What follows belongs to an exercise in optimizing a design on an open flow for small area; a production flow would make more cautious choices.
In this exercise RTL edits were held to simulation tests only and were not proved equivalent to the original.
No driver is modelled on the clock port, so clocking that relies on it looks cheaper here than on a real chip.
Power and IR drop assume default switching activity.

`flow/config.mk`:
```
export PLATFORM = sky130hd
export DESIGN_NAME = kairo_csr_hpm
export DESIGN_NICKNAME = kairo_csr_hpm
export VERILOG_FILES = /design/flow/design.v
export SDC_FILE = /design/flow/constraint.sdc
export NUM_CORES = 4
export LEC_CHECK = 0
export CAP_MARGIN = 20
export CORE_MARGIN = 2
export CORE_UTILIZATION = 55
export PLACE_DENSITY = 0.65
export SLEW_MARGIN = 20
export SYNTH_HIERARCHICAL = 1
```
`flow/constraint.sdc`:
```
create_clock -name core_clock -period 7.0 [get_ports {clk_i}]
set_input_delay 1.4000 -clock core_clock [delete_from_list [all_inputs] [get_ports {clk_i}]]
set_output_delay 1.4000 -clock core_clock [all_outputs]
set_load 0.01 [all_outputs]
```
`flow/design.v`:
```
module kairo_csr_hpm #(
  parameter int NUM_HPM    = 13,
  parameter int CNT_WIDTH  = 64,
  parameter int NUM_EVENTS = 16
) (
  input  logic                  clk_i,
  input  logic                  rst_i,
  input  logic [11:0]           csr_addr_i,
  input  logic                  csr_we_i,
  input  logic [31:0]           csr_wdata_i,
  input  logic [31:0]           csr_wmask_i,
  output logic [31:0]           csr_rdata_o,
  output logic                  csr_hit_o,
  input  logic                  retire_i,
  input  logic [NUM_EVENTS-1:0] events_i,
  output logic                  ovf_irq_o
);
  localparam int NCNT = NUM_HPM + 2;    
  logic [NCNT-1:0][63:0]              cnt_q;
  logic [NUM_HPM-1:0][NUM_EVENTS-1:0] evt_q;
  logic [NUM_HPM-1:0]                 ovf_q;
  logic [NUM_HPM+2:0]                 inh_q;    
  logic [31:0]                        rdata_q;
  logic                               hit_q, ovfIrq_q;
  logic [NCNT-1:0]    sLo, sHi, wLo, wHi, dCnt;
  logic               weLo, weHi;
  logic [NUM_HPM-1:0] sEvt, wEvt;
  logic               sInh, wInh, hit;
  hpm_dec #(.NCNT(NCNT), .NHPM(NUM_HPM)) uDec (
    .addr(csr_addr_i), .we(csr_we_i), .sLo(sLo), .sHi(sHi), .wLo(wLo), .wHi(wHi),
    .dCnt(dCnt), .weLo(weLo), .weHi(weHi),
    .sEvt(sEvt), .wEvt(wEvt), .sInh(sInh), .wInh(wInh), .hit(hit)
  );
  logic [31:0] rd;
  logic [31:0] inhRd;
  always_comb begin
    inhRd = '0;
    inhRd[NUM_HPM+2:0] = inh_q;
    inhRd[1] = 1'b0;
  end
  hpm_rdmux #(.NCNT(NCNT), .NHPM(NUM_HPM), .NEV(NUM_EVENTS)) uRd (
    .cnt(cnt_q), .sLo(sLo), .sHi(sHi), .evt(evt_q), .ovf(ovf_q), .sEvt(sEvt),
    .inh(inhRd), .sInh(sInh), .rd(rd)
  );
  logic [31:0] wv, wvn;
  assign wv  = (rd & ~csr_wmask_i) | (csr_wdata_i & csr_wmask_i);
  assign wvn = ~wv;
  logic [NCNT-1:0] incEn;
  logic [NCNT-1:0] wrap;
  always_comb begin
    incEn[0] = !inh_q[0];
    incEn[1] = retire_i && !inh_q[2];
    for (int i = 0; i < NUM_HPM; i++)
      incEn[i+2] = (|(events_i & evt_q[i])) && !inh_q[i+3];
  end
  genvar s;
  generate
    for (s = 0; s < NCNT; s++) begin : gCnt
      logic [63:0] cnt_d;
      hpm_cnt64 uC (.q(cnt_q[s]), .inc(incEn[s]), .wLo(wLo[s]), .wHi(wHi[s]), .dCnt(dCnt[s]),
                    .weLo(weLo), .weHi(weHi), .vn(wvn), .d(cnt_d), .wrap(wrap[s]));
      always_ff @(posedge clk_i or posedge rst_i) begin
        if (rst_i) cnt_q[s] <= '0;
        else       cnt_q[s] <= cnt_d;
      end
    end
    for (s = 0; s < NUM_HPM; s++) begin : gEvt
      logic [NUM_EVENTS-1:0] evt_d;
      hpm_hold #(.W(NUM_EVENTS)) uE (.q(evt_q[s]), .w(wEvt[s]), .v(wv[NUM_EVENTS-1:0]),
                                     .d(evt_d));
      always_ff @(posedge clk_i or posedge rst_i) begin
        if (rst_i) begin
          evt_q[s] <= '0;
          ovf_q[s] <= 1'b0;
        end else begin
          evt_q[s] <= evt_d;
          ovf_q[s] <= wrap[s+2] | (wEvt[s] ? wv[31] : ovf_q[s]);
        end
      end
    end
  endgenerate
  always_ff @(posedge clk_i or posedge rst_i) begin
    if (rst_i) begin
      inh_q    <= '0;
      rdata_q  <= '0;
      hit_q    <= 1'b0;
      ovfIrq_q <= 1'b0;
    end else begin
      if (wInh) begin
        inh_q    <= wv[NUM_HPM+2:0];
        inh_q[1] <= 1'b0;
      end
      rdata_q  <= rd;
      hit_q    <= hit;
      ovfIrq_q <= |ovf_q;
    end
  end
  assign csr_rdata_o = rdata_q;
  assign csr_hit_o   = hit_q;
  assign ovf_irq_o   = ovfIrq_q;
endmodule
module hpm_dec #(
  parameter int NCNT = 15,
  parameter int NHPM = 13
) (
  input  logic [11:0]     addr,
  input  logic            we,
  output logic [NCNT-1:0] sLo,
  output logic [NCNT-1:0] sHi,
  output logic [NCNT-1:0] wLo,
  output logic [NCNT-1:0] wHi,
  output logic [NCNT-1:0] dCnt,
  output logic            weLo,
  output logic            weHi,
  output logic [NHPM-1:0] sEvt,
  output logic [NHPM-1:0] wEvt,
  output logic            sInh,
  output logic            wInh,
  output logic            hit
);
  logic [3:0]  p10, p32;
  logic [1:0]  p4;
  logic [31:0] dec;
  logic selCnt, selLo, selHi, selEvt;
  assign selCnt = addr[11] & ~addr[10] & addr[9] & addr[8] & ~addr[6] & ~addr[5];
  assign selLo  = selCnt & ~addr[7];
  assign selHi  = selCnt & addr[7];
  assign selEvt = ~addr[11] & ~addr[10] & addr[9] & addr[8] & ~addr[7] & ~addr[6] & addr[5];
  always_comb begin
    for (int i = 0; i < 4; i++) begin
      p10[i] = (addr[1:0] == 2'(i));
      p32[i] = (addr[3:2] == 2'(i));
    end
    p4[0] = ~addr[4];
    p4[1] = addr[4];
    for (int i = 0; i < 32; i++) dec[i] = p10[i % 4] & p32[(i / 4) % 4] & p4[i / 16];
    for (int s = 0; s < NCNT; s++) begin
      dCnt[s] = dec[(s == 0) ? 0 : s + 1];
      sLo[s]  = selLo & dCnt[s];
      sHi[s]  = selHi & dCnt[s];
      wLo[s]  = we & sLo[s];
      wHi[s]  = we & sHi[s];
    end
    for (int i = 0; i < NHPM; i++) begin
      sEvt[i] = selEvt & dec[i + 3];
      wEvt[i] = we & sEvt[i];
    end
    sInh = selEvt & dec[0];
    wInh = we & sInh;
    weLo = we & selLo;
    weHi = we & selHi;
    hit  = (selCnt & ~dec[1]) | (selEvt & ~dec[1] & ~dec[2]);
  end
endmodule
module hpm_rdmux #(
  parameter int NCNT = 15,
  parameter int NHPM = 13,
  parameter int NEV  = 16
) (
  input  logic [NCNT-1:0][63:0]    cnt,
  input  logic [NCNT-1:0]          sLo,
  input  logic [NCNT-1:0]          sHi,
  input  logic [NHPM-1:0][NEV-1:0] evt,
  input  logic [NHPM-1:0]          ovf,
  input  logic [NHPM-1:0]          sEvt,
  input  logic [31:0]              inh,
  input  logic                     sInh,
  output logic [31:0]              rd
);
  for (genvar b = 0; b < 32; b++) begin : gBit
    localparam int NIN = 2*NCNT + ((b < NEV || b == 31) ? NHPM : 0) + ((b <= NHPM + 2) ? 1 : 0);
    localparam int NG  = (NIN + 2) / 3;
    logic [3*NG-1:0] dat, sel;
    logic [NG-1:0]   grpN;
    always_comb begin
      dat = '0;
      sel = '0;
      for (int s = 0; s < NCNT; s++) begin
        dat[2*s]   = cnt[s][b];
        sel[2*s]   = sLo[s];
        dat[2*s+1] = cnt[s][32+b];
        sel[2*s+1] = sHi[s];
      end
      if (b < NEV || b == 31)
        for (int i = 0; i < NHPM; i++) begin
          dat[2*NCNT+i] = (b == 31) ? ovf[i] : evt[i][b % NEV];
          sel[2*NCNT+i] = sEvt[i];
        end
      if (b <= NHPM + 2) begin
        dat[NIN-1] = inh[b];
        sel[NIN-1] = sInh;
      end
    end
    for (genvar g = 0; g < NG; g++) begin : gGrp
      hpm_ao222n uG (.a0(dat[3*g]), .s0(sel[3*g]), .a1(dat[3*g+1]), .s1(sel[3*g+1]),
                     .a2(dat[3*g+2]), .s2(sel[3*g+2]), .yn(grpN[g]));
    end
    assign rd[b] = ~&grpN;
  end
endmodule
module hpm_ao222n (
  input  logic a0, s0, a1, s1, a2, s2,
  output logic yn
);
  assign yn = ~((a0 & s0) | (a1 & s1) | (a2 & s2));
endmodule
module hpm_cnt64 (
  input  logic [63:0] q,
  input  logic        inc,
  input  logic        wLo,     
  input  logic        wHi,
  input  logic        dCnt,    
  input  logic        weLo,    
  input  logic        weHi,
  input  logic [31:0] vn,
  output logic [63:0] d,
  output logic        wrap
);
  logic wLoN, wHiN;
  assign wLoN = ~wLo;
  assign wHiN = ~wHi;
  logic cLo, cHi;
  assign cLo = inc & ~(weHi & dCnt);
  assign cHi = inc & ~((weHi | weLo) & dCnt);
  logic [3:0] a16;
  for (genvar k = 0; k < 4; k++) begin : gAll
    assign a16[k] = &q[16*k+15:16*k];
  end
  logic [3:0]  cs;        
  assign cs[0] = cLo;
  assign cs[1] = cLo & a16[0];
  assign cs[2] = cHi & a16[0] & a16[1];
  assign cs[3] = cHi & a16[0] & a16[1] & a16[2];
  logic [16:0] cg;        
  for (genvar g = 0; g < 16; g++) begin : gGrp
    if (g % 4 == 0) begin : gFirst
      assign cg[g] = cs[g / 4];
    end
    if (g % 4 != 3 || g == 15) begin : gCo
      hpm_cgrp4 uG (.q(q[4*g+3:4*g]), .c(cg[g]), .w(g < 8 ? wLo : wHi), .wn(g < 8 ? wLoN : wHiN),
                    .vn(vn[(4*g+3)%32:(4*g)%32]), .d(d[4*g+3:4*g]), .co(cg[g+1]));
    end else begin : gNoCo
      hpm_cgrp4n uG (.q(q[4*g+3:4*g]), .c(cg[g]), .w(g < 8 ? wLo : wHi), .wn(g < 8 ? wLoN : wHiN),
                     .vn(vn[(4*g+3)%32:(4*g)%32]), .d(d[4*g+3:4*g]));
    end
  end
  assign wrap = cg[16];
endmodule
module hpm_cgrp4 (
  input  logic [3:0] q,
  input  logic       c,
  input  logic       w,
  input  logic       wn,
  input  logic [3:0] vn,
  output logic [3:0] d,
  output logic       co
);
  logic cn1, cn2, cn3, pn23;
  logic [3:0] yn;    
  hpm_nand2 uN1 (.a(c), .b(q[0]), .y(cn1));
  hpm_nand3 uN2 (.a(c), .b(q[0]), .c(q[1]), .y(cn2));
  hpm_nand4 uN3 (.a(c), .b(q[0]), .c(q[1]), .e(q[2]), .y(cn3));
  hpm_nand2 uP  (.a(q[2]), .b(q[3]), .y(pn23));
  hpm_nor2  uCo (.a(cn2), .b(pn23), .y(co));
  hpm_xnor2 uX0 (.a(q[0]), .b(c),   .y(yn[0]));
  hpm_xor2  uX1 (.a(q[1]), .b(cn1), .y(yn[1]));
  hpm_xor2  uX2 (.a(q[2]), .b(cn2), .y(yn[2]));
  hpm_xor2  uX3 (.a(q[3]), .b(cn3), .y(yn[3]));
  for (genvar i = 0; i < 4; i++) begin : gSel
    hpm_oai22 uO (.a(yn[i]), .b(w), .c(vn[i]), .e(wn), .y(d[i]));
  end
endmodule
module hpm_cgrp4n (
  input  logic [3:0] q,
  input  logic       c,
  input  logic       w,
  input  logic       wn,
  input  logic [3:0] vn,
  output logic [3:0] d
);
  logic cn1, cn2, cn3;
  logic [3:0] yn;
  hpm_nand2 uN1 (.a(c), .b(q[0]), .y(cn1));
  hpm_nand3 uN2 (.a(c), .b(q[0]), .c(q[1]), .y(cn2));
  hpm_nand4 uN3 (.a(c), .b(q[0]), .c(q[1]), .e(q[2]), .y(cn3));
  hpm_xnor2 uX0 (.a(q[0]), .b(c),   .y(yn[0]));
  hpm_xor2  uX1 (.a(q[1]), .b(cn1), .y(yn[1]));
  hpm_xor2  uX2 (.a(q[2]), .b(cn2), .y(yn[2]));
  hpm_xor2  uX3 (.a(q[3]), .b(cn3), .y(yn[3]));
  for (genvar i = 0; i < 4; i++) begin : gSel
    hpm_oai22 uO (.a(yn[i]), .b(w), .c(vn[i]), .e(wn), .y(d[i]));
  end
endmodule
module hpm_nand2 (input logic a, b, output logic y);
  assign y = ~(a & b);
endmodule
module hpm_nand3 (input logic a, b, c, output logic y);
  assign y = ~(a & b & c);
endmodule
module hpm_nand4 (input logic a, b, c, e, output logic y);
  assign y = ~(a & b & c & e);
endmodule
module hpm_nor2 (input logic a, b, output logic y);
  assign y = ~(a | b);
endmodule
module hpm_xor2 (input logic a, b, output logic y);
  assign y = a ^ b;
endmodule
module hpm_xnor2 (input logic a, b, output logic y);
  assign y = ~(a ^ b);
endmodule
module hpm_oai22 (input logic a, b, c, e, output logic y);
  assign y = ~((a | b) & (c | e));
endmodule
module hpm_hold #(
  parameter int W = 16
) (
  input  logic [W-1:0] q,
  input  logic         w,
  input  logic [W-1:0] v,
  output logic [W-1:0] d
);
  logic wn;
  assign wn = ~w;
  for (genvar i = 0; i < W; i++) begin : gBit
    hpm_hbit uB (.q(q[i]), .w(w), .wn(wn), .v(v[i]), .d(d[i]));
  end
endmodule
module hpm_hbit (
  input  logic q, w, wn, v,
  output logic d
);
  assign d = (q & wn) | (v & w);
endmodule
```
`flow/run.sh`:
```
#!/bin/bash
# synth_recipe.tcl (not shown) runs the flow's synth.tcl, then flattens the netlist and writes it again
# the make line also repeats each setting of config.mk as NAME=value (left out here)
make -C /OpenROAD-flow-scripts/flow DESIGN_CONFIG=/design/flow/config.mk WORK_HOME=/design/flow/orfs CLKGATE_MAP_FILE= SYNTH_SCRIPT=/design/flow/synth_recipe.tcl finish
```
==> results of run 1 <==
state kept, by name (all words and copies together), names as in the netlist:
signal,cells
ovf_q,13
evt_q,208
ovfIrq_q,1
hit_q,1
cnt_q,960
rdata_q,32
inh_q,15
layout by cell type (no fill, tap or decap), types with 38 or more instances in the layout:
cell type and instances:
a222oi_1 405, xor2_1 720, clkdlybuf4s50_1 129, clkbuf_16 149, dfrtp_1 1230, nand4_1 489
xnor2_1 240, inv_1 62, clkbuf_1 38, o22ai_1 960, nor2_2 64, a22o_1 247
nand3_1 280, buf_4 219, nand2_1 469, nor2_1 249
stage by stage:
stage,instance area [µm²],util,std cells
floorplan,62200,-,5838
global placement,67900,0.605,7684
detailed placement,68000,0.606,7687
CTS,72500,0.646,7932
global route,72600,0.648,7942
finish,72700,0.648,7954
power groups by stage:
| stage | clock [mW] | sequential, mW | combinational (mW) |
|---|---|---|---|
| after floorplan | 0 | 7.52 | 0.476 |
| after global placement | 0 | 7.56 | 0.963 |
| after detailed placement | 0 | 7.56 | 0.980 |
| after CTS | 7.42 | 7.44 | 0.983 |
| after global routing | 7.72 | 7.47 | 1.05 |
| final | 7.40 | 7.45 | 1.01 |
worst paths after layout:
| check | startpoint | endpoint | slack (ns) | cells past startpoint |
|---|---|---|---|---|
| hold reg to reg | evt_q[155] | evt_q[155] | 0.54 | 1 |
| hold / removal | evt_q[155] | evt_q[155] | 0.54 | 1 |
| min in group asynchronous | rst_i | cnt_q[59] | 1.24 | 2 |
| setup reg to reg | evt_q[38] | cnt_q[287] | 2.03 | 16 |
| max in group asynchronous | rst_i | rdata_q[7] | 4.20 | 4 |
| setup / recovery | csr_addr_i[1] | cnt_q[256] | 0.54 | 11 |
critical path: cells and delay by family:
kind                   cells  cell delay [ns]
AO/OA/AOI/OAI              2             1.11
multiplexers               1             0.32
AND/OR/NAND/NOR            5             2.50
buffers and inverters      3             1.64
final cells by class:
class | count | area [µm²] | share of cell area
diodes | 13 | 32.5 | 0.000448
clock buffers | 213 | 4220 | 0.0580
clock inverters | 32 | 319 | 0.00439
inverters | 79 | 300 | 0.00413
multi-input cells | 4500 | 31500 | 0.433
flip-flops and latches | 1230 | 30800 | 0.423
well taps | 1500 | 1880 | 0.0258
repair buffers | 387 | 3660 | 0.0503
routing by layer:
metal,up-vias,global-route usage,part of all wire
met5,-,0,0.00042
met4,16,0.280,0.076
met3,793,0.128,0.13
met2,4197,0.616,0.41
met1,29897,0.604,0.38
li1,24512,-,-
==> impl_metrics.yaml, run 1 <==
outcome:
  run_status: "complete, no violations"
sta:
  worstMarginPinSlew_ns: 1.29
  timing.final.ws_setup_ns: 0.540
  min_period_over_period: 0.923
  max_clock_freq_ghz: 0.155
  rsz0062_at_grt: "no"
  relSlewSlack: 0.140
  period_needed_ns: 6.46
  slew_violations: 0
  fin_skew_ns: 0.0294
  holdWs_ns: 0.540
  finalHoldViolCount: 0
  setup_viol: 0
  setup_tns_ns: 0
die:
  pin_count: 130
  die_width_um: 340
  initial_core_util: 0.553
  dieArea_mm2: 0.116
  die_h_um: 340
  core_area_mm2: 0.112
  rows: 123
power_and_ir_drop:
  swShare: 0.251
  p_leak_nw: 27.6
  power_density_mw_per_mm2: 218
  p_comb_frac: 0.064
  power_frac_clock: 0.466
  internal-power_mw: 11.9
  p_seq_frac: 0.470
  p_sw_mw: 3.97
  ir_worst_vdd_uv: 230
  power.total_mw: 15.9
clock_network:
  clock_latency_ns: 0.77
  postCtsHoldBufs: 0
  clock_path_buffers: 3
  clk_root_buffer_cell: "clkbuf_16"
  cts_tree: "yes"
  post_cts_resized: 0
  cts_made_buffers: 140
  clk_pin_slew_ns: 0.06
  post_cts_buffers: 0
  clock_sinks: 1230
  htreeDepth: 4
global_routing:
  grt_pass1_vias: 55231
  grt_max_degree: 140
  antenna_found_initial: 23
  track_usage: 0.442
  grt_pass1_wl_um: 381000
  grt_overflow: 0
drt:
  drc_errors: 0
  via_count: 59415
  antenna_left: 0
  drt_iter0_markers: 10245
  drt_pass1_iterations: 22
  vias_per_cell: 7.47
  wirelength_um: 261000
  wl_per_cell_um: 32.8
worst_setup_path:
  worstPathArrival_ns: 7.03
  cp.required_ns: 7.57
  crit_top_cell: "buf_4"
  cp_max_fo: 25
  crit_path_max_incr_delay_ns: 0.97
  cp_cell_sequence: "clkdlybuf4s50_1 -> and2b_1 -> nand3_1 -> nor2_2 -> buf_4 -> a222oi_1 -> nand4_1 -> or4_1 -> mux2i_4 -> buf_4 -> o22ai_1"
  slowest_stage: "a222oi_1"
  end_kind: "flop"
  start_kind: "primary input"
  worstSetupPathType: "primary input to flop"
job:
  maxCapViolCount: 0
placed_design:
  dpl_worst_slack_ns: 0.146
  portBuffers: 129
  place_congestion: 1.03
  hpwl_um: 179000
min_path:
  hold_path.class: "flop to flop"
synth:
  ys.warnings.count: 9
  postSynthCellCount: 5803
  synth_area_mm2: 0.0621
  synth_area_per_cell_um2: 10.7
layout:
  drive_above_1_share: 0.0983
  syn2layout_area_growth_pct: 17.1
  nets: 6434
  fill_cells: 9037
==> run 2: changes to the inputs <==
--- a/flow/config.mk
+++ b/flow/config.mk
@@ -9,4 +9,6 @@
 export CORE_MARGIN = 2
 export CORE_UTILIZATION = 55
+export CTS_CLUSTER_DIAMETER = 100
+export CTS_CLUSTER_SIZE = 25
 export PLACE_DENSITY = 0.65
 export SLEW_MARGIN = 20
==> impl_metrics.yaml, run 2 <==
clock_network:
  clk_pin_slew_ns: 0.11
  clk_root_buffer_cell: "clkbuf_16"
  cts_made_buffers: 55
  postCtsHoldBufs: 0
  post_cts_buffers: 0
  clock_latency_ns: 0.74
  htreeDepth: 2
  post_cts_resized: 0
  clock_sinks: 1230
  cts_tree: "yes"
  clock_path_buffers: 3
global_routing:
  use_met3: 0.121
  track_usage: 0.434
  grt_max_degree: 140
  grt_pass1_vias: 54100
  grt_use_met1: 0.599
  grt_overflow: 0
  antenna_found_initial: 22
  grt_use_met2: 0.603
  top_usage_layer: "met2"
  grt_pass1_wl_um: 376000
die:
  die_h_um: 340
  core_area_mm2: 0.112
  die_width_um: 340
  initial_core_util: 0.553
  pin_count: 130
  dieArea_mm2: 0.116
  rows: 123
sta:
  finalHoldViolCount: 0
  relSlewSlack: 0.0932
  worstMarginPinSlew_ns: 1.36
  fin_skew_ns: 0.0295
  rsz0062_at_grt: "no"
  setup_tns_ns: 0
  slew_violations: 0
  period_needed_ns: 6.39
  holdWs_ns: 0.550
  min_period_over_period: 0.912
  setup_viol: 0
  timing.final.ws_setup_ns: 0.613
  max_clock_freq_ghz: 0.157
drt:
  vias_per_cell: 7.52
  drt_iter0_markers: 9730
  drt_pass1_iterations: 17
  wl_per_cell_um: 33.2
  antenna_left: 0
  via_count: 58357
  wirelength_um: 257000
  drc_errors: 0
worst_setup_path:
  end_kind: "flop"
  crit_path_start: "csr_addr_i[1]"
  reg2reg_to: "cnt_q[287]"
  start_kind: "primary input"
  worstSetupPathType: "primary input to flop"
  r2r-start: "evt_q[38]"
  worstPathArrival_ns: 6.95
  cp_max_fo: 25
  rr_worst_depth: 16
  cp.required_ns: 7.56
  ff2ff_setup_slack_ns: 2.04
layout:
  final_common_cell: "dfrtp_1"
  largest_register_ffs: 960
  nets: 6348
  drive_above_1_share: 0.0777
  syn2layout_area_growth_pct: 12.1
  mostFrequentLayoutCells: "1230 x dfrtp_1, 960 x o22ai_1, 720 x xor2_1"
  regMostFlops: "cnt_q"
  reg.largest.list: "cnt_q x960, evt_q x208, rdata_q x32"
min_path:
  hold_depth: 1
  hold_path.class: "flop to flop"
  hold_start: "evt_q[2]"
  min_to: "evt_q[2]"
outcome:
  run_status: "complete, no violations"
synth:
  ys.warnings.count: 9
  synth_area_per_cell_um2: 10.7
  synth_area_mm2: 0.0621
  postSynthCellCount: 5803
power_and_ir_drop:
  power_density_mw_per_mm2: 177
  p_leak_nw: 26.1
  ir_worst_vdd_uv: 261
  power.total_mw: 12.3
placed_design:
  place_congestion: 1.03
  hpwl_um: 179000
  portBuffers: 129
  dpl_worst_slack_ns: 0.146
job:
  maxCapViolCount: 0
==> run 2: layout make-up <==
type	count	area, µm²
flip-flops and latches	1230	30800
well taps	1500	1880
repair buffers	386	3660
inverters	79	300
clock inverters	4	52.6
fillers	9363	42600
diodes	6	15.0
clock buffers	58	1430
multi-input cells	4500	31500
==> run 2: how the worst max path moves through the flow <==
stage,endpoint,slack (ns),cells after the start
2_1_floorplan,cnt_q[0],-11.40,1
3_3_place_gp,cnt_q[32],0.19,11
3_5_place_dp,cnt_q[96],0.15,11
4_1_cts,cnt_q[352],0.90,11
5_1_grt,cnt_q[287],0.70,17
6_report,cnt_q[256],0.61,11
==> run 2: per-stage QoR <==
step | cells | instance area [µm²] | utilization
2_1_floorplan | 5838 | 62200 | -
3_3_place_gp | 7684 | 67900 | 0.605
3_5_place_dp | 7687 | 68000 | 0.606
4_1_cts | 7749 | 69400 | 0.619
5_1_grt | 7758 | 69600 | 0.620
6_report | 7763 | 69600 | 0.620
==> run 2: report_power, final <==
group          total (mW)  switching (mW)  internal, mW
sequential           7.44           0.215          7.22
clock                3.90            2.40          1.50
combinational        1.01           0.684         0.322
total                12.3            3.30          9.05
==> run 2: metal layers <==
| layer | part of all wire | vias up | wire length [µm] |
|---|---|---|---|
| met2 | 0.41 | 4027 | 105000 |
| met1 | 0.38 | 29331 | 97800 |
| met4 | 0.077 | 26 | 19900 |
| li1 | - | 24239 | - |
| met3 | 0.13 | 734 | 34000 |
| met5 | 0.00067 | - | 173 |
==> run 2: critical path, cell delays in order <==
cell	delay [ns]
clkdlybuf4s50_1	0.81
and2b_1	0.30
nand3_1	0.44
nor2_2	0.38
buf_4	0.28
a222oi_1	0.92
nand4_1	0.55
or4_1	0.81
mux2i_4	0.32
buf_4	0.54
o22ai_1	0.14
==> run 3: changes to the inputs <==
==> flow/flow/run.sh (new file) <==
#!/bin/bash
# The standard layout (the standard.sh, unchanged synthesis), with two knobs ORFS reads
# from the environment:
#  * clock tree: larger sink clusters and no dummy loads;
#  * port buffers: the smallest buffer cell (every port still gets its buffer).
set -e
export CTS_ARGS="-sink_clustering_enable -repair_clock_nets -dont_use_dummy_load -sink_clustering_size 30 -sink_clustering_max_diameter 60"
export BUFFER_PORTS_ARGS="-buffer_cell sky130_fd_sc_hd__buf_1"
bash standard.sh > standard.log 2>&1
==> flow/standard.sh (new file) <==
#!/bin/bash
# synth_recipe.tcl (not shown) runs the flow's synth.tcl, then flattens the netlist and writes it again
# the make line also repeats each setting of config.mk as NAME=value (left out here)
make -C /OpenROAD-flow-scripts/flow DESIGN_CONFIG=/design/flow/config.mk WORK_HOME=/design/flow/orfs CLKGATE_MAP_FILE= SYNTH_SCRIPT=/design/flow/synth_recipe.tcl "${@:-finish}"
--- a/flow/config.mk
+++ b/flow/config.mk
@@ -9,6 +9,4 @@
 export CORE_MARGIN = 2
 export CORE_UTILIZATION = 55
-export CTS_CLUSTER_DIAMETER = 100
-export CTS_CLUSTER_SIZE = 25
 export PLACE_DENSITY = 0.65
 export SLEW_MARGIN = 20
removed: flow/run.sh
==> impl_metrics.yaml, run 3 <==
clock_network:
  clk_root_buffer_cell: "clkbuf_16"
  cts_made_buffers: 111
  post_cts_buffers: 0
  clock_sinks: 1230
  clock_path_buffers: 3
  cts_tree: "yes"
  post_cts_resized: 0
  clock_latency_ns: 0.75
  clk_pin_slew_ns: 0.06
  htreeDepth: 3
  postCtsHoldBufs: 0
layout:
  regMostFlops: "cnt_q"
  mostFrequentLayoutCells: "1230 x dfrtp_1, 960 x o22ai_1, 720 x xor2_1"
  largest_register_ffs: 960
  syn2layout_area_growth_pct: 12.7
  post-route-util: 0.623
  reg.largest.list: "cnt_q x960, evt_q x208, rdata_q x32"
  nets: 6378
  drive_above_1_share: 0.0818
  final_common_cell: "dfrtp_1"
die:
  die_h_um: 340
  initial_core_util: 0.553
  rows: 123
  die_width_um: 340
  pin_count: 130
  dieArea_mm2: 0.116
  core_area_mm2: 0.112
placed_design:
  place_congestion: 1.04
  dpl_worst_slack_ns: 0.884
  hpwl_um: 175000
  portBuffers: 129
global_routing:
  track_usage: 0.433
  grt_max_degree: 159
  grt_pass1_wl_um: 375000
  antenna_found_initial: 30
  grt_pass1_vias: 54355
  grt_overflow: 0
drt:
  wirelength_um: 256000
  antenna_left: 0
  drt_iter0_markers: 10650
  vias_per_cell: 7.53
  wl_per_cell_um: 32.8
  via_count: 58717
  drc_errors: 0
  drt_pass1_iterations: 14
worst_setup_path:
  cp.required_ns: 7.55
  crit_path_max_incr_delay_ns: 0.77
  cp_cell_sequence: "buf_1 -> and2b_1 -> nand3_1 -> nor2_2 -> buf_4 -> a222oi_1 -> nand4_1 -> or3_1 -> mux2i_4 -> buf_4 -> o22ai_1"
  cp_max_fo: 30
  worstPathArrival_ns: 6.32
  start_kind: "primary input"
  worstSetupPathType: "primary input to flop"
  end_kind: "flop"
  slowest_stage: "nand4_1"
  crit_top_cell: "buf_4"
  rr_worst_depth: 16
power_and_ir_drop:
  p_leak_nw: 26.2
  ir_worst_vdd_uv: 223
  power_density_mw_per_mm2: 197
min_path:
  hold_path.class: "flop to flop"
  hold_depth: 1
sta:
  max_clock_freq_ghz: 0.173
  rsz0062_at_grt: "no"
  finalHoldViolCount: 0
  relSlewSlack: 0.178
  setup_viol: 0
  worstMarginPinSlew_ns: 1.23
  setup_tns_ns: 0
  fin_skew_ns: 0.0529
  slew_violations: 0
  period_needed_ns: 5.77
  min_period_over_period: 0.824
  timing.final.ws_setup_ns: 1.23
outcome:
  run_status: "complete, no violations"
synth:
  ys.warnings.count: 9
  postSynthCellCount: 5803
  synth_area_mm2: 0.0621
  synth_area_per_cell_um2: 10.7
job:
  maxCapViolCount: 0
run 3: final timing paths:
| path | start | to | slack (ns) |
|---|---|---|---|
| worst max register to register | evt_q[54] | ovf_q[3] | 2.01 |
| min in group asynchronous | rst_i | cnt_q[91] | 0.83 |
| worst min-delay path | evt_q[147] | evt_q[147] | 0.54 |
| max in group asynchronous | rst_i | cnt_q[836] | 4.48 |
| worst max-delay path | csr_addr_i[1] | cnt_q[211] | 1.23 |
| worst min register to register | evt_q[147] | evt_q[147] | 0.54 |
run 3: cell type report:
cell class	instances	area, µm²
clock buffers	111	2780
well taps	1500	1880
flip-flops and latches	1230	30800
inverters	79	300
repair buffers	360	2620
diodes	22	55.1
multi-input cells	4500	31500
fillers	9240	42300
run 3: per-stage QoR:
stage	std cells	hold slack (ns)	instance area (µm²)	power (mW)
2_1_floorplan	5838	0.456	62200	8.00
3_3_place_gp	7657	0.517	66800	8.47
3_5_place_dp	7662	0.520	66900	8.48
4_1_cts	7773	0.538	69700	13.8
5_1_grt	7787	0.552	69900	14.1
6_report	7802	0.541	69900	13.8
run 3: power by group:
part           internal, mW  switching [mW]
logic                 0.269           0.665
registers              7.23           0.226
clock network          2.76            2.65
run 3: routing by layer:
metal | global-route usage | part of all wire
met5 | 0.00123 | 0.00057
met4 | 0.264 | 0.075
met3 | 0.142 | 0.14
met2 | 0.593 | 0.41
met1 | 0.593 | 0.38
run 3: worst max-delay path, delay by kind of cell:
| family | cells | cell delay, ns |
|---|---|---|
| and+or+nand+nor | 5 | 2.54 |
| buffers and inverters | 3 | 1.31 |
| AOI/OAI and AO/OA | 2 | 0.88 |
| muxes | 1 | 0.14 |
==> run 4: changes to the inputs <==
--- a/flow/design.v
+++ b/flow/design.v
@@ -169,8 +169,10 @@
 );
   for (genvar b = 0; b < 32; b++) begin : gBit
-    localparam int NIN = 2*NCNT + ((b < NEV || b == 31) ? NHPM : 0) + ((b <= NHPM + 2) ? 1 : 0);
-    localparam int NG  = (NIN + 2) / 3;
-    logic [3*NG-1:0] dat, sel;
-    logic [NG-1:0]   grpN;
+    localparam int NIN = 2*NCNT + ((b < NEV || b == 31) ? NHPM : 0) +
+                         ((b <= NHPM + 2 && b != 1) ? 1 : 0);
+    localparam int NG  = NIN / 3;         
+    localparam int NR  = NIN % 3;         
+    logic [NIN-1:0] dat, sel;
+    logic [NG-1:0]  grpN;
     always_comb begin
       dat = '0;
@@ -187,5 +189,5 @@
           sel[2*NCNT+i] = sEvt[i];
         end
-      if (b <= NHPM + 2) begin
+      if (b <= NHPM + 2 && b != 1) begin
         dat[NIN-1] = inh[b];
         sel[NIN-1] = sInh;
@@ -196,5 +198,10 @@
                      .a2(dat[3*g+2]), .s2(sel[3*g+2]), .yn(grpN[g]));
     end
-    assign rd[b] = ~&grpN;
+    logic [NR:0] remN;    
+    assign remN[NR] = 1'b1;
+    for (genvar r = 0; r < NR; r++) begin : gRem
+      hpm_nand2 uR (.a(dat[3*NG+r]), .b(sel[3*NG+r]), .y(remN[r]));
+    end
+    assign rd[b] = ~&{grpN, remN};
   end
 endmodule
==> flow/flow/run.sh (replaced) <==
#!/bin/bash
# The standard layout (the standard.sh, unchanged synthesis), with knobs ORFS reads from
# the environment:
#  * clock tree: sink clusters of up to 25 flip-flops within 100 um, no dummy loads;
#  * port buffers: the smallest buffer cell (every port still gets its buffer);
#  * after clock tree synthesis, cells on paths with slack are sized down
#    (flow/post_cts.tcl).
set -e
export CTS_ARGS="-sink_clustering_enable -repair_clock_nets -dont_use_dummy_load -sink_clustering_size 25 -sink_clustering_max_diameter 100"
export BUFFER_PORTS_ARGS="-buffer_cell sky130_fd_sc_hd__buf_1"
export POST_CTS_TCL="$PWD/flow/post_cts.tcl"
bash standard.sh > standard.log 2>&1
==> flow/flow/post_cts.tcl (new file) <==
# Size down cells that have setup slack to spare, then legalize again.
estimate_parasitics -placement
repair_timing -recover_power 100
detailed_placement
check_placement -verbose
estimate_parasitics -placement
==> impl_metrics.yaml, run 4 <==
die:
  pin_count: 130
  core_area_mm2: 0.112
  die_h_um: 340
  dieArea_mm2: 0.115
  initial_core_util: 0.553
  die_width_um: 340
  rows: 123
layout:
  drive_above_1_share: 0.0736
  largest_register_ffs: 960
  post-route-util: 0.608
  multiInputGateArea_mm2: 0.0312
  syn2layout_area_growth_pct: 9.99
  final_common_cell: "dfrtp_1"
  fin_cells: 7734
  regArea_mm2: 0.0308
  nets: 6320
  fill_cells: 9448
  mostFrequentLayoutCells: "1230 x dfrtp_1, 960 x o22ai_1, 720 x xor2_1"
  reg.largest.list: "cnt_q x960, evt_q x208, rdata_q x32"
  regMostFlops: "cnt_q"
sta:
  rsz0062_at_grt: "no"
  slew_violations: 0
  min_period_over_period: 0.914
  setup_tns_ns: 0
  max_clock_freq_ghz: 0.156
  relSlewSlack: 0.181
  setup_viol: 0
  period_needed_ns: 6.40
  worstMarginPinSlew_ns: 1.23
  fin_skew_ns: 0.0817
  finalHoldViolCount: 0
drt:
  drt_iter0_markers: 11077
  antenna_left: 0
  wirelength_um: 251000
  vias_per_cell: 7.49
  drt_pass1_iterations: 17
  drc_errors: 0
  via_count: 57950
  wl_per_cell_um: 32.5
worst_setup_path:
  cp.required_ns: 7.54
  start_kind: "primary input"
  cp_cell_sequence: "clkbuf_1 -> and4bb_1 -> nand3_4 -> nor2_2 -> a222oi_1 -> nand4_1 -> or3_1 -> mux2i_1 -> clkbuf_2 -> o22ai_1"
  reg2reg_to: "ovf_q[11]"
  cp_num_cells: 10
  end_kind: "flop"
  crit_path_max_incr_delay_ns: 0.88
  worstSetupPathType: "primary input to flop"
  crit_path_start: "csr_addr_i[9]"
  crit_family: "simple AND/OR/NAND/NOR gates"
  cp_max_fo: 24
  rr_worst_depth: 17
  cp-endpoint: "cnt_q[307]"
  r2r-start: "evt_q[182]"
  crit_buf_inv: 2
  worstPathArrival_ns: 6.94
  slowest_stage: "clkbuf_2"
  ff2ff_setup_slack_ns: 2.18
global_routing:
  grt_overflow: 0
  grt_pass1_wl_um: 369000
  grt_max_degree: 149
  grt_pass1_vias: 53623
  track_usage: 0.425
  antenna_found_initial: 24
synth:
  synth_area_mm2: 0.0620
  ys.warnings.count: 9
  postSynthCellCount: 5816
  synth_area_per_cell_um2: 10.7
clock_network:
  cts_tree: "yes"
  clk_pin_slew_ns: 0.10
  clock_sinks: 1230
  clock_latency_ns: 0.76
outcome:
  run_status: "complete, no violations"
min_path:
  hold_start: "evt_q[80]"
  hold_path.class: "flop to flop"
placed_design:
  place_congestion: 1.03
  hpwl_um: 178000
  dp_cells: 7653
  portBuffers: 129
job:
  maxCapViolCount: 0
power_and_ir_drop:
  p_leak_nw: 25.4
  power_density_mw_per_mm2: 175
  ir_worst_vdd_uv: 199
## run 4: cell count changes in the layout (fill, tap and decap cells not counted), sizes merged
cell,delta
conb,-37
nand2,+32
clkbuf,-21
a222oi,-17
buf,-15
nand3,-15
nand4,+15
diode,-10
clkinv,+1
inv,-1
## run 4: how the worst min path moves through the flow
stage | end | slack [ns] | cells past startpoint
after floorplan | ovfIrq_q | 0.46 | 2
after global placement | evt_q[82] | 0.52 | 1
after detailed placement | evt_q[199] | 0.52 | 1
after global routing | evt_q[145] | 0.56 | 1
final | evt_q[80] | 0.55 | 1
## run 4: per-stage QoR
stage          worst slack (ns)  power, mW  hold slack (ns)  cell area [µm²]
5_1_grt                   0.817       12.2            0.561            68200
3_3_place_gp              0.857       8.25            0.518            66700
3_5_place_dp              0.812       8.26            0.525            66800
6_report                  0.602       11.9            0.552            68200
2_1_floorplan            -11.40       7.89            0.456            62000
## run 4: cell type report
type                       instances  share of cell area
sequential                      1230               0.451
inverter                          79             0.00440
tap                             1500              0.0275
multi-input combinational       4478               0.457
timing repair buffer             379              0.0387
antenna                           12            0.000440
clock buffer                      56              0.0205
## run 4: where the power goes
part,switching [mW],leakage [nW],internal [mW],total [mW]
combinational,0.538,7.59,0.216,0.753
sequential,0.189,17.1,7.20,7.39
clock,2.36,0.690,1.43,3.79
## run 4: per-layer routing
layer,GRT usage,wire [µm],vias to the layer above
met2,0.592,104000,3920
met5,0,199,-
met3,0.113,33900,680
met4,0.225,16200,28
li1,-,-,24168
met1,0.607,97500,29154
==> run 5: changes to the inputs <==
--- a/flow/config.mk
+++ b/flow/config.mk
@@ -6,8 +6,8 @@
 export NUM_CORES = 4
 export LEC_CHECK = 0
-export CAP_MARGIN = 20
+export CAP_MARGIN = 5
 export CORE_MARGIN = 2
 export CORE_UTILIZATION = 55
 export PLACE_DENSITY = 0.65
-export SLEW_MARGIN = 20
+export SLEW_MARGIN = 5
 export SYNTH_HIERARCHICAL = 1
==> impl_metrics.yaml, run 5 <==
outcome:
  run_status: "finished with violations"
  so_faults: "max-capacitance violations, max-slew violations"
placed_design:
  portBuffers: 129
  place_congestion: 1.03
  dp_cells: 7649
  hpwl_um: 178000
layout:
  nets: 6311
  largest_register_ffs: 960
  mostFrequentLayoutCells: "1230 x dfrtp_1, 960 x o22ai_1, 720 x xor2_1"
  reg.largest.list: "cnt_q x960, evt_q x208, rdata_q x32"
  syn2layout_area_growth_pct: 9.61
  final_common_cell: "dfrtp_1"
  fin_cells: 7726
  regMostFlops: "cnt_q"
  drive_above_1_share: 0.0702
global_routing:
  grt_pass1_vias: 53387
  grt_max_degree: 149
  grt_pass1_wl_um: 370000
  grt_overflow: 0
  track_usage: 0.426
  antenna_found_initial: 27
worst_setup_path:
  cp.required_ns: 7.52
  crit_path_max_incr_delay_ns: 1.06
  worstPathArrival_ns: 7.29
  cp_cell_sequence: "clkbuf_1 -> and4bb_1 -> nand3b_4 -> buf_4 -> nor2_2 -> buf_4 -> a222oi_1 -> nand4_1 -> or3_1 -> mux2i_4 -> clkbuf_1 -> o22ai_1"
  cp_max_fo: 19
  ff2ff_setup_slack_ns: 2.13
  end_kind: "flop"
  worstSetupPathType: "primary input to flop"
  start_kind: "primary input"
  slowest_stage: "clkbuf_1"
sta:
  min_period_over_period: 0.968
  slew_violations: 31
  finalHoldViolCount: 0
  worstMarginPinSlew_ns: 1.54
  relSlewSlack: -0.0247
  period_needed_ns: 6.77
  max_clock_freq_ghz: 0.148
  setup_tns_ns: 0
  rsz0062_at_grt: "no"
  setup_viol: 0
  fin_skew_ns: 0.0322
drt:
  wl_per_cell_um: 32.5
  via_count: 58012
  antenna_left: 0
  drt_pass1_iterations: 15
  wirelength_um: 251000
  drc_errors: 0
  drt_iter0_markers: 11180
  vias_per_cell: 7.51
die:
  dieArea_mm2: 0.115
  initial_core_util: 0.553
  die_h_um: 340
  core_area_mm2: 0.112
  pin_count: 130
  die_width_um: 340
  rows: 123
synth:
  postSynthCellCount: 5816
  synth_area_per_cell_um2: 10.7
  ys.warnings.count: 9
  synth_area_mm2: 0.0620
min_path:
  hold_path.class: "flop to flop"
power_and_ir_drop:
  p_leak_nw: 25.3
  ir_worst_vdd_uv: 198
  power_density_mw_per_mm2: 175
clock_network:
  cts_tree: "yes"
  clock_latency_ns: 0.73
  clk_pin_slew_ns: 0.10
  clock_sinks: 1230
job:
  maxCapViolCount: 1
[run 5: per-stage QoR]
step | hold WS, ns | worst slack, ns | power (mW) | instance area, µm² | utilization
after floorplan | 0.456 | -11.40 | 7.89 | 62000 | -
after global placement | 0.518 | 0.857 | 8.25 | 66700 | 0.594
final | 0.547 | 0.226 | 11.9 | 68000 | 0.606
after global routing | 0.565 | 0.548 | 12.2 | 68000 | 0.606
after detailed placement | 0.525 | 0.786 | 8.27 | 66700 | 0.594
[run 5: layer usage]
| metal | part of all wire | global-route usage | vias to the layer above |
|---|---|---|---|
| li1 | - | - | 24169 |
| met1 | 0.39 | 0.607 | 29112 |
| met2 | 0.41 | 0.594 | 4036 |
| met3 | 0.14 | 0.119 | 667 |
| met4 | 0.061 | 0.216 | 28 |
| met5 | 0.00068 | 0 | - |
[run 5: worst paths after layout]
kind	start	to	cells after the start
max	csr_addr_i[9]	cnt_q[638]	12
min	evt_q[194]	evt_q[194]	1
max reg2reg	evt_q[182]	cnt_q[879]	17
min reg2reg	evt_q[194]	evt_q[194]	1
max in group asynchronous	rst_i	evt_q[205]	4
min in group asynchronous	rst_i	cnt_q[329]	2
[run 5: worst max-delay path, delay by kind of cell]
| kind | cells | cell delay (ns) |
|---|---|---|
| multiplexers | 1 | 0.84 |
| AND/OR/NAND/NOR | 5 | 1.93 |
| AO/OA/AOI/OAI | 2 | 1.16 |
| buffers and inverters | 4 | 1.89 |
[run 5: cell type report]
class,instances,area (µm²)
multi-input cells,4478,31200
fillers,9560,44200
inverters,79,300
clock buffers,55,1380
diodes,13,32.5
well taps,1500,1880
flip-flops and latches,1230,30800
repair buffers,371,2430
[run 5: power by group]
group          leakage (nW)  internal, mW  total (mW)  switching (mW)
Clock                 0.678          1.41        3.75            2.35
Combinational          7.48         0.216       0.757           0.541
Sequential             17.1          7.20        7.39           0.191
Total                  25.3          8.83        11.9            3.08
==> run 6: changes to the inputs <==
--- a/flow/config.mk
+++ b/flow/config.mk
@@ -6,8 +6,8 @@
 export NUM_CORES = 4
 export LEC_CHECK = 0
-export CAP_MARGIN = 5
+export CAP_MARGIN = 20
 export CORE_MARGIN = 2
-export CORE_UTILIZATION = 55
-export PLACE_DENSITY = 0.65
-export SLEW_MARGIN = 5
+export CORE_UTILIZATION = 60
+export PLACE_DENSITY = 0.7
+export SLEW_MARGIN = 20
 export SYNTH_HIERARCHICAL = 1
==> impl_metrics.yaml, run 6 <==
outcome:
  run_status: "complete, no violations"
global_routing:
  grt_max_degree: 143
  grt_overflow: 0
  antenna_found_initial: 26
  grt_pass1_wl_um: 362000
  track_usage: 0.453
  grt_pass1_vias: 53565
power_and_ir_drop:
  p_comb_frac: 0.064
  p_sw_mw: 3.03
  p_leak_nw: 25.4
  swShare: 0.255
  p_seq_frac: 0.622
  power_density_mw_per_mm2: 174
  internal-power_mw: 8.84
  power_frac_clock: 0.314
  ir_worst_vdd_uv: 238
layout:
  final_cell_area_mm2: 0.0681
  regArea_mm2: 0.0308
  syn2layout_area_growth_pct: 9.71
  reg.largest.list: "cnt_q x960, evt_q x208, rdata_q x32"
  fill_cells: 8336
  post-route-util: 0.666
  regMostFlops: "cnt_q"
  largest_register_ffs: 960
  mostFrequentLayoutCells: "1230 x dfrtp_1, 960 x o22ai_1, 720 x xor2_1"
  multiInputGateArea_mm2: 0.0312
  nets: 6303
  drive_above_1_share: 0.0724
  final_common_cell: "dfrtp_1"
synth:
  ys.warnings.count: 9
  postSynthCellCount: 5816
  synth_area_mm2: 0.0620
  synth_area_per_cell_um2: 10.7
placed_design:
  dpl-instance-area_mm2: 0.0664
  hpwl_um: 173000
  place_congestion: 1.04
  portBuffers: 129
  dpl_worst_slack_ns: 0.508
drt:
  top_layer_used: "met5"
  wl_met1_um: 92100
  drt_pass1_iterations: 17
  met3WireLength_um: 34900
  antenna_left: 0
  wl_per_cell_um: 32.6
  met2_length_um: 102000
  drt_iter0_markers: 11630
  vias_per_cell: 7.71
  via_count: 58481
  drc_errors: 0
  wirelength_um: 247000
worst_setup_path:
  cp_max_fo: 28
  worstSetupPathType: "primary input to flop"
  worstPathArrival_ns: 7.04
  cp.required_ns: 7.55
  start_kind: "primary input"
  rr_worst_depth: 18
  end_kind: "flop"
clock_network:
  clock_latency_ns: 0.74
  clk_pin_slew_ns: 0.10
  clock_sinks: 1230
  cts_tree: "yes"
sta:
  fin_skew_ns: 0.0366
  relSlewSlack: 0.125
  finalHoldViolCount: 0
  timing.final.ws_setup_ns: 0.510
  setup_tns_ns: 0
  setup_viol: 0
  min_period_over_period: 0.927
  slew_violations: 0
  holdWs_ns: 0.546
  rsz0062_at_grt: "no"
  worstMarginPinSlew_ns: 1.31
  max_clock_freq_ghz: 0.154
  period_needed_ns: 6.49
die:
  core_area_mm2: 0.102
  rows: 117
  dieArea_mm2: 0.106
  pin_count: 130
  die_h_um: 326
  die_width_um: 326
  initial_core_util: 0.607
min_path:
  hold_path.class: "flop to flop"
  hold_depth: 1
job:
  maxCapViolCount: 0
run 6: final timing paths:
check	startpoint	endpoint	slack, ns
max	csr_addr_i[6]	cnt_q[159]	0.51
min	evt_q[69]	evt_q[69]	0.55
max reg2reg	evt_q[86]	ovf_q[5]	1.87
min reg2reg	evt_q[69]	evt_q[69]	0.55
max in group asynchronous	rst_i	cnt_q[932]	4.28
min in group asynchronous	rst_i	cnt_q[277]	0.81
run 6: power groups by stage:
stage                     registers, mW  logic [mW]  clock network [mW]
after floorplan                    7.48       0.411                   0
after global placement             7.51       0.711                   0
after detailed placement           7.52       0.727                   0
after global routing               7.40       0.798                3.99
final                              7.38       0.754                3.73
run 6: final cells by class:
class | instances | area share
Clock buffer | 55 | 0.0202
Sequential cell | 1230 | 0.452
Inverter | 79 | 0.00441
Timing Repair Buffer | 363 | 0.0391
Multi-Input combinational cell | 4478 | 0.459
Antenna cell | 9 | 0.000331
Tap cell | 1368 | 0.0252
run 6: through the flow:
step / instances / power, mW
after floorplan: 5816 / 7.89
after global placement: 7490 / 8.22
after detailed placement: 7493 / 8.24
after global routing: 7575 / 12.2
final: 7582 / 11.9
run 6: critical path, cell delays in order:
cell and delay, ns:
buf_1 0.06, and4bb_1 0.41, nand3_4 0.51, nor2_2 0.13, buf_4 0.27, a222oi_1 0.99
nand4_1 0.73, or4_1 0.84, mux2_1 0.64, inv_1 0.62, buf_12 0.28, o22ai_1 0.10
run 6: layer usage:
layer,vias up,global-route usage
met4,24,0.267
met3,814,0.134
met1,29177,0.630
met2,4334,0.628
li1,24132,-
met5,-,0
==> run 7: changes to the inputs <==
--- a/flow/config.mk
+++ b/flow/config.mk
@@ -8,6 +8,6 @@
 export CAP_MARGIN = 20
 export CORE_MARGIN = 2
-export CORE_UTILIZATION = 60
-export PLACE_DENSITY = 0.7
+export CORE_UTILIZATION = 50
+export PLACE_DENSITY = 0.6
 export SLEW_MARGIN = 20
 export SYNTH_HIERARCHICAL = 1
==> impl_metrics.yaml, run 7 <==
drt:
  wl_per_cell_um: 32.5
  wirelength_um: 256000
  met3WireLength_um: 31400
  wl_met1_um: 99200
  antenna_left: 0
  drt_pass1_iterations: 15
  drt_iter0_markers: 10193
  met2_length_um: 109000
  top_layer_used: "met5"
  via_count: 57650
  vias_per_cell: 7.31
  drc_errors: 0
power_and_ir_drop:
  ir_worst_vdd_uv: 217
  swShare: 0.260
  p_sw_mw: 3.12
  p_comb_frac: 0.065
  power.total_mw: 12.0
  p_seq_frac: 0.616
  internal-power_mw: 8.87
  power_density_mw_per_mm2: 175
  p_leak_nw: 25.5
  power_frac_clock: 0.318
sta:
  slew_violations: 0
  min_period_over_period: 0.910
  period_needed_ns: 6.37
  worstMarginPinSlew_ns: 1.28
  max_clock_freq_ghz: 0.157
  finalHoldViolCount: 0
  setup_viol: 0
  relSlewSlack: 0.148
  rsz0062_at_grt: "no"
  setup_tns_ns: 0
  fin_skew_ns: 0.0368
synth:
  ys.warnings.count: 9
  postSynthCellCount: 5816
  synth_area_mm2: 0.0620
  synth_area_per_cell_um2: 10.7
job:
  maxCapViolCount: 0
layout:
  reg.largest.list: "cnt_q x960, evt_q x208, rdata_q x32"
  mostFrequentLayoutCells: "1230 x dfrtp_1, 960 x o22ai_1, 720 x xor2_1"
  nets: 6333
  drive_above_1_share: 0.0688
  syn2layout_area_growth_pct: 10.6
  fill_cells: 11112
  largest_register_ffs: 960
  final_common_cell: "dfrtp_1"
  regMostFlops: "cnt_q"
min_path:
  hold_path.class: "flop to flop"
  hold_start: "evt_q[29]"
worst_setup_path:
  cp.required_ns: 7.60
  crit_path_start: "csr_addr_i[1]"
  r2r-start: "evt_q[202]"
  worstSetupPathType: "primary input to flop"
  cp_max_fo: 17
  worstPathArrival_ns: 6.98
  start_kind: "primary input"
  end_kind: "flop"
placed_design:
  hpwl_um: 178000
  place_congestion: 1.03
  portBuffers: 129
global_routing:
  grt_pass1_wl_um: 373000
  grt_overflow: 0
  grt_pass1_vias: 53075
  grt_max_degree: 156
  antenna_found_initial: 39
  track_usage: 0.394
die:
  initial_core_util: 0.502
  dieArea_mm2: 0.127
  rows: 129
  pin_count: 130
  core_area_mm2: 0.123
  die_h_um: 356
  die_width_um: 356
clock_network:
  clk_pin_slew_ns: 0.10
  cts_tree: "yes"
  clock_sinks: 1230
  clock_latency_ns: 0.73
outcome:
  run_status: "complete, no violations"
run 7: final cells by class:
| cell class | count | area (µm²) | area share |
|---|---|---|---|
| multi-input cells | 4478 | 31200 | 0.455 |
| well taps | 1637 | 2050 | 0.0299 |
| repair buffers | 392 | 2850 | 0.0416 |
| inverters | 79 | 300 | 0.00438 |
| flip-flops and latches | 1230 | 30800 | 0.449 |
| clock buffers | 56 | 1400 | 0.0204 |
| diodes | 11 | 27.5 | 0.000401 |
run 7: final timing paths:
check | to | slack (ns) | cells past startpoint
min reg2reg | evt_q[29] | 0.55 | 1
max reg2reg | ovf_q[12] | 2.24 | 16
max in group asynchronous | cnt_q[498] | 4.87 | 5
min in group asynchronous | cnt_q[25] | 0.72 | 3
max | evt_q[114] | 0.63 | 13
min | evt_q[29] | 0.55 | 1
run 7: power groups by stage:
stage | sequential (mW) | combinational (mW) | clock (mW)
final | 7.39 | 0.781 | 3.82
after global routing | 7.41 | 0.823 | 4.08
after detailed placement | 7.52 | 0.769 | 0
after global placement | 7.52 | 0.757 | 0
after floorplan | 7.48 | 0.411 | 0
run 7: through the flow:
step | utilization | hold WS, ns | instance area, µm² | setup slack (ns) | instances
3_3_place_gp | 0.543 | 0.521 | 67000 | 0.692 | 7783
5_1_grt | 0.555 | 0.565 | 68600 | 0.835 | 7876
2_1_floorplan | - | 0.456 | 62000 | -11.40 | 5816
3_5_place_dp | 0.544 | 0.522 | 67100 | 0.780 | 7789
6_report | 0.556 | 0.547 | 68600 | 0.627 | 7883
run 7: critical path: stages:
cell	delay (ns)
clkbuf_1	0.38
nor3_1	0.13
nand2_1	0.57
nor2_2	0.19
buf_6	0.22
clkbuf_1	0.27
a222oi_1	0.65
nand4_1	0.48
or4_1	0.79
mux2i_4	0.26
clkbuf_1	0.73
inv_1	0.52
a22o_1	0.35
run 7: per-layer routing:
| metal | global-route usage | up-vias |
|---|---|---|
| met5 | 0.0133 | - |
| met4 | 0.207 | 40 |
| met3 | 0.109 | 577 |
| met2 | 0.567 | 3631 |
| met1 | 0.540 | 29212 |
| li1 | - | 24190 |
==> run 8: changes to the inputs <==
--- a/flow/design.v
+++ b/flow/design.v
@@ -23,10 +23,10 @@
   logic [31:0]                        rdata_q;
   logic                               hit_q, ovfIrq_q;
-  logic [NCNT-1:0]    sLo, sHi, wLo, wHi, dCnt;
+  logic [NCNT-1:0]    sLo, sHi, dCnt;
   logic               weLo, weHi;
   logic [NUM_HPM-1:0] sEvt, wEvt;
   logic               sInh, wInh, hit;
   hpm_dec #(.NCNT(NCNT), .NHPM(NUM_HPM)) uDec (
-    .addr(csr_addr_i), .we(csr_we_i), .sLo(sLo), .sHi(sHi), .wLo(wLo), .wHi(wHi),
+    .addr(csr_addr_i), .we(csr_we_i), .sLo(sLo), .sHi(sHi),
     .dCnt(dCnt), .weLo(weLo), .weHi(weHi),
     .sEvt(sEvt), .wEvt(wEvt), .sInh(sInh), .wInh(wInh), .hit(hit)
@@ -58,5 +58,5 @@
     for (s = 0; s < NCNT; s++) begin : gCnt
       logic [63:0] cnt_d;
-      hpm_cnt64 uC (.q(cnt_q[s]), .inc(incEn[s]), .wLo(wLo[s]), .wHi(wHi[s]), .dCnt(dCnt[s]),
+      hpm_cnt64 uC (.q(cnt_q[s]), .inc(incEn[s]), .dCnt(dCnt[s]),
                     .weLo(weLo), .weHi(weHi), .vn(wvn), .d(cnt_d), .wrap(wrap[s]));
       always_ff @(posedge clk_i or posedge rst_i) begin
@@ -108,6 +108,4 @@
   output logic [NCNT-1:0] sLo,
   output logic [NCNT-1:0] sHi,
-  output logic [NCNT-1:0] wLo,
-  output logic [NCNT-1:0] wHi,
   output logic [NCNT-1:0] dCnt,
   output logic            weLo,
@@ -139,6 +137,4 @@
       sLo[s]  = selLo & dCnt[s];
       sHi[s]  = selHi & dCnt[s];
-      wLo[s]  = we & sLo[s];
-      wHi[s]  = we & sHi[s];
     end
     for (int i = 0; i < NHPM; i++) begin
@@ -215,6 +211,4 @@
   input  logic [63:0] q,
   input  logic        inc,
-  input  logic        wLo,     
-  input  logic        wHi,
   input  logic        dCnt,    
   input  logic        weLo,    
@@ -224,7 +218,9 @@
   output logic        wrap
 );
-  logic wLoN, wHiN;
-  assign wLoN = ~wLo;
-  assign wHiN = ~wHi;
+  logic [3:0] wS, wSn;
+  for (genvar k = 0; k < 4; k++) begin : gWr
+    hpm_and2  uW  (.a(k < 2 ? weLo : weHi), .b(dCnt), .y(wS[k]));
+    hpm_nand2 uWn (.a(k < 2 ? weLo : weHi), .b(dCnt), .y(wSn[k]));
+  end
   logic cLo, cHi;
   assign cLo = inc & ~(weHi & dCnt);
@@ -245,8 +241,8 @@
     end
     if (g % 4 != 3 || g == 15) begin : gCo
-      hpm_cgrp4 uG (.q(q[4*g+3:4*g]), .c(cg[g]), .w(g < 8 ? wLo : wHi), .wn(g < 8 ? wLoN : wHiN),
+      hpm_cgrp4 uG (.q(q[4*g+3:4*g]), .c(cg[g]), .w(wS[g / 4]), .wn(wSn[g / 4]),
                     .vn(vn[(4*g+3)%32:(4*g)%32]), .d(d[4*g+3:4*g]), .co(cg[g+1]));
     end else begin : gNoCo
-      hpm_cgrp4n uG (.q(q[4*g+3:4*g]), .c(cg[g]), .w(g < 8 ? wLo : wHi), .wn(g < 8 ? wLoN : wHiN),
+      hpm_cgrp4n uG (.q(q[4*g+3:4*g]), .c(cg[g]), .w(wS[g / 4]), .wn(wSn[g / 4]),
                      .vn(vn[(4*g+3)%32:(4*g)%32]), .d(d[4*g+3:4*g]));
     end
@@ -299,4 +295,7 @@
   end
 endmodule
+module hpm_and2 (input logic a, b, output logic y);
+  assign y = a & b;
+endmodule
 module hpm_nand2 (input logic a, b, output logic y);
   assign y = ~(a & b);
--- a/flow/config.mk
+++ b/flow/config.mk
@@ -8,6 +8,6 @@
 export CAP_MARGIN = 20
 export CORE_MARGIN = 2
-export CORE_UTILIZATION = 50
-export PLACE_DENSITY = 0.6
+export CORE_UTILIZATION = 55
+export PLACE_DENSITY = 0.65
 export SLEW_MARGIN = 20
 export SYNTH_HIERARCHICAL = 1
==> impl_metrics.yaml, run 8 <==
worst_setup_path:
  reg2reg_to: "cnt_q[510]"
  cp-endpoint: "evt_q[188]"
  start_kind: "primary input"
  r2r-start: "evt_q[86]"
  crit_buf_inv: 3
  rr_worst_depth: 16
  cp.required_ns: 7.64
  cp_num_cells: 11
  crit_path_max_incr_delay_ns: 0.91
  slowest_stage: "clkbuf_1"
  ff2ff_setup_slack_ns: 2.15
  cp_max_fo: 17
  worstPathArrival_ns: 7.08
  crit_path_start: "csr_addr_i[3]"
  cp_cell_sequence: "clkbuf_1 -> nor2_1 -> nand3_1 -> nor2_1 -> a222oi_1 -> nand4_1 -> or4_1 -> mux2i_4 -> clkbuf_1 -> inv_1 -> a22o_1"
  crit_family: "simple AND/OR/NAND/NOR gates"
  worstSetupPathType: "primary input to flop"
  end_kind: "flop"
sta:
  rsz0062_at_grt: "no"
  worstMarginPinSlew_ns: 1.34
  slew_violations: 0
  period_needed_ns: 6.44
  relSlewSlack: 0.0967
  min_period_over_period: 0.920
  max_clock_freq_ghz: 0.155
  setup_viol: 0
  setup_tns_ns: 0
  finalHoldViolCount: 0
  timing.final.ws_setup_ns: 0.558
  fin_skew_ns: 0.0458
layout:
  post-route-util: 0.602
  regMostFlops: "cnt_q"
  drive_above_1_share: 0.0522
  largest_register_ffs: 960
  fin_cells: 7699
  nets: 6284
  reg.largest.list: "cnt_q x960, evt_q x208, rdata_q x32"
  final_common_cell: "dfrtp_1"
  syn2layout_area_growth_pct: 8.60
  mostFrequentLayoutCells: "1230 x dfrtp_1, 960 x o22ai_1, 720 x xor2_1"
  fill_cells: 9626
placed_design:
  dpl_worst_slack_ns: 0.684
  portBuffers: 129
  hpwl_um: 171000
  place_congestion: 1.01
  dp_cells: 7620
die:
  pin_count: 130
  initial_core_util: 0.554
  core_area_mm2: 0.112
  die_width_um: 341
  rows: 123
  die_h_um: 341
  dieArea_mm2: 0.116
outcome:
  run_status: "complete, no violations"
global_routing:
  track_usage: 0.415
  grt_pass1_wl_um: 363000
  grt_overflow: 0
  grt_use_met1: 0.604
  antenna_found_initial: 22
  grt_pass1_vias: 53240
  top_usage_layer: "met1"
  grt_max_degree: 161
  use_met3: 0.111
  grt_use_met2: 0.577
drt:
  drt_pass1_iterations: 17
  via_count: 58175
  drt_iter0_markers: 11222
  wirelength_um: 248000
  wl_per_cell_um: 32.2
  vias_per_cell: 7.56
  drc_errors: 0
  antenna_left: 0
job:
  maxCapViolCount: 0
clock_network:
  clk_pin_slew_ns: 0.10
  cts_tree: "yes"
  clock_latency_ns: 0.74
  clock_sinks: 1230
power_and_ir_drop:
  power.total_mw: 11.9
  power_density_mw_per_mm2: 176
  p_leak_nw: 25.0
  ir_worst_vdd_uv: 198
min_path:
  hold_path.class: "flop to flop"
synth:
  ys.warnings.count: 9
  postSynthCellCount: 5872
  synth_area_per_cell_um2: 10.6
  synth_area_mm2: 0.0624
## run 8: worst min path at each step
stage	from	to	slack, ns	cells past startpoint
2_1_floorplan	ovf_q[5]	ovfIrq_q	0.46	2
3_3_place_gp	evt_q[103]	evt_q[103]	0.52	1
3_5_place_dp	evt_q[12]	evt_q[12]	0.52	1
5_1_grt	evt_q[197]	evt_q[197]	0.56	1
6_report	evt_q[203]	evt_q[203]	0.55	1
## run 8: per-stage QoR
step,hold slack [ns],cell area (µm²)
floorplan,0.456,62400
global placement,0.517,66300
detailed placement,0.521,66300
global route,0.557,67700
finish,0.545,67700
## run 8: layer usage
metal,part of all wire,up-vias
li1,-,24224
met1,0.39,29103
met2,0.41,4230
met3,0.14,606
met4,0.055,12
met5,0.00029,-
## run 8: area by class of cell
class / count / area [µm²] / share of cell area
multi-input combinational: 4568 / 31600 / 0.467
sequential: 1230 / 30800 / 0.455
tap: 1500 / 1880 / 0.0277
timing repair buffer: 285 / 1850 / 0.0274
clock buffer: 55 / 1380 / 0.0203
inverter: 48 / 184 / 0.00272
antenna: 13 / 32.5 / 0.000480
## run 8: report_power, final
| part | total (mW) | switching, mW | internal, mW | leakage, nW |
|---|---|---|---|---|
| Sequential | 7.38 | 0.181 | 7.20 | 17.1 |
| Clock | 3.77 | 2.37 | 1.41 | 0.678 |
| Combinational | 0.753 | 0.536 | 0.216 | 7.20 |

==> port drivers added, routing unchanged <==
The flow's constraints put no driver on any port. The routed layouts listed below were extracted and timed again, unchanged, in two steps. Step 1 sets driving cells, clkbuf_16 on the clock port and buf_2 on the other inputs (assumed; they add their load-dependent delay and slew). Step 2 also shifts input and output timing later by t, the mid clock arrival at the registers, as if the neighbouring blocks saw the same clock. a / b / c = ideal ports / drivers / drivers and shift; a / b = the first two.
| run | t, ns | slack for setup (ns) | worst hold slack (ns) | worst setup path after step 2 | worst register clock-pin slew, ns |
|---|---|---|---|---|---|
| run 1 | 0.831 | 0.540 / 0.598 / -0.234 | 0.540 / 0.540 / 0.540 | input to register | 0.06 / 0.06 |
| run 2 | 0.804 | 0.613 / 0.670 / -0.134 | 0.550 / 0.550 / 0.550 | input to register | 0.11 / 0.11 |
| run 3 | 0.804 | 1.232 / 1.201 / 0.397 | 0.541 / 0.541 / 0.541 | input to register | 0.09 / 0.09 |
| run 4 | 0.803 | 0.602 / 0.659 / -0.144 | 0.552 / 0.552 / 0.552 | input to register | 0.11 / 0.11 |
| run 5 | 0.794 | 0.226 / 0.281 / -0.513 | 0.547 / 0.547 / 0.547 | input to register | 0.11 / 0.11 |
| run 6 | 0.796 | 0.510 / 0.532 / -0.264 | 0.546 / 0.546 / 0.546 | input to register | 0.11 / 0.11 |
| run 7 | 0.794 | 0.627 / 0.639 / -0.155 | 0.547 / 0.547 / 0.547 | input to register | 0.11 / 0.11 |
| run 8 | 0.803 | 0.558 / 0.613 / -0.190 | 0.545 / 0.545 / 0.545 | input to register | 0.11 / 0.11 |
The setup slack of run 3, which loses most, moves by -0.031 ns with the drivers and by -0.835 ns with both steps.
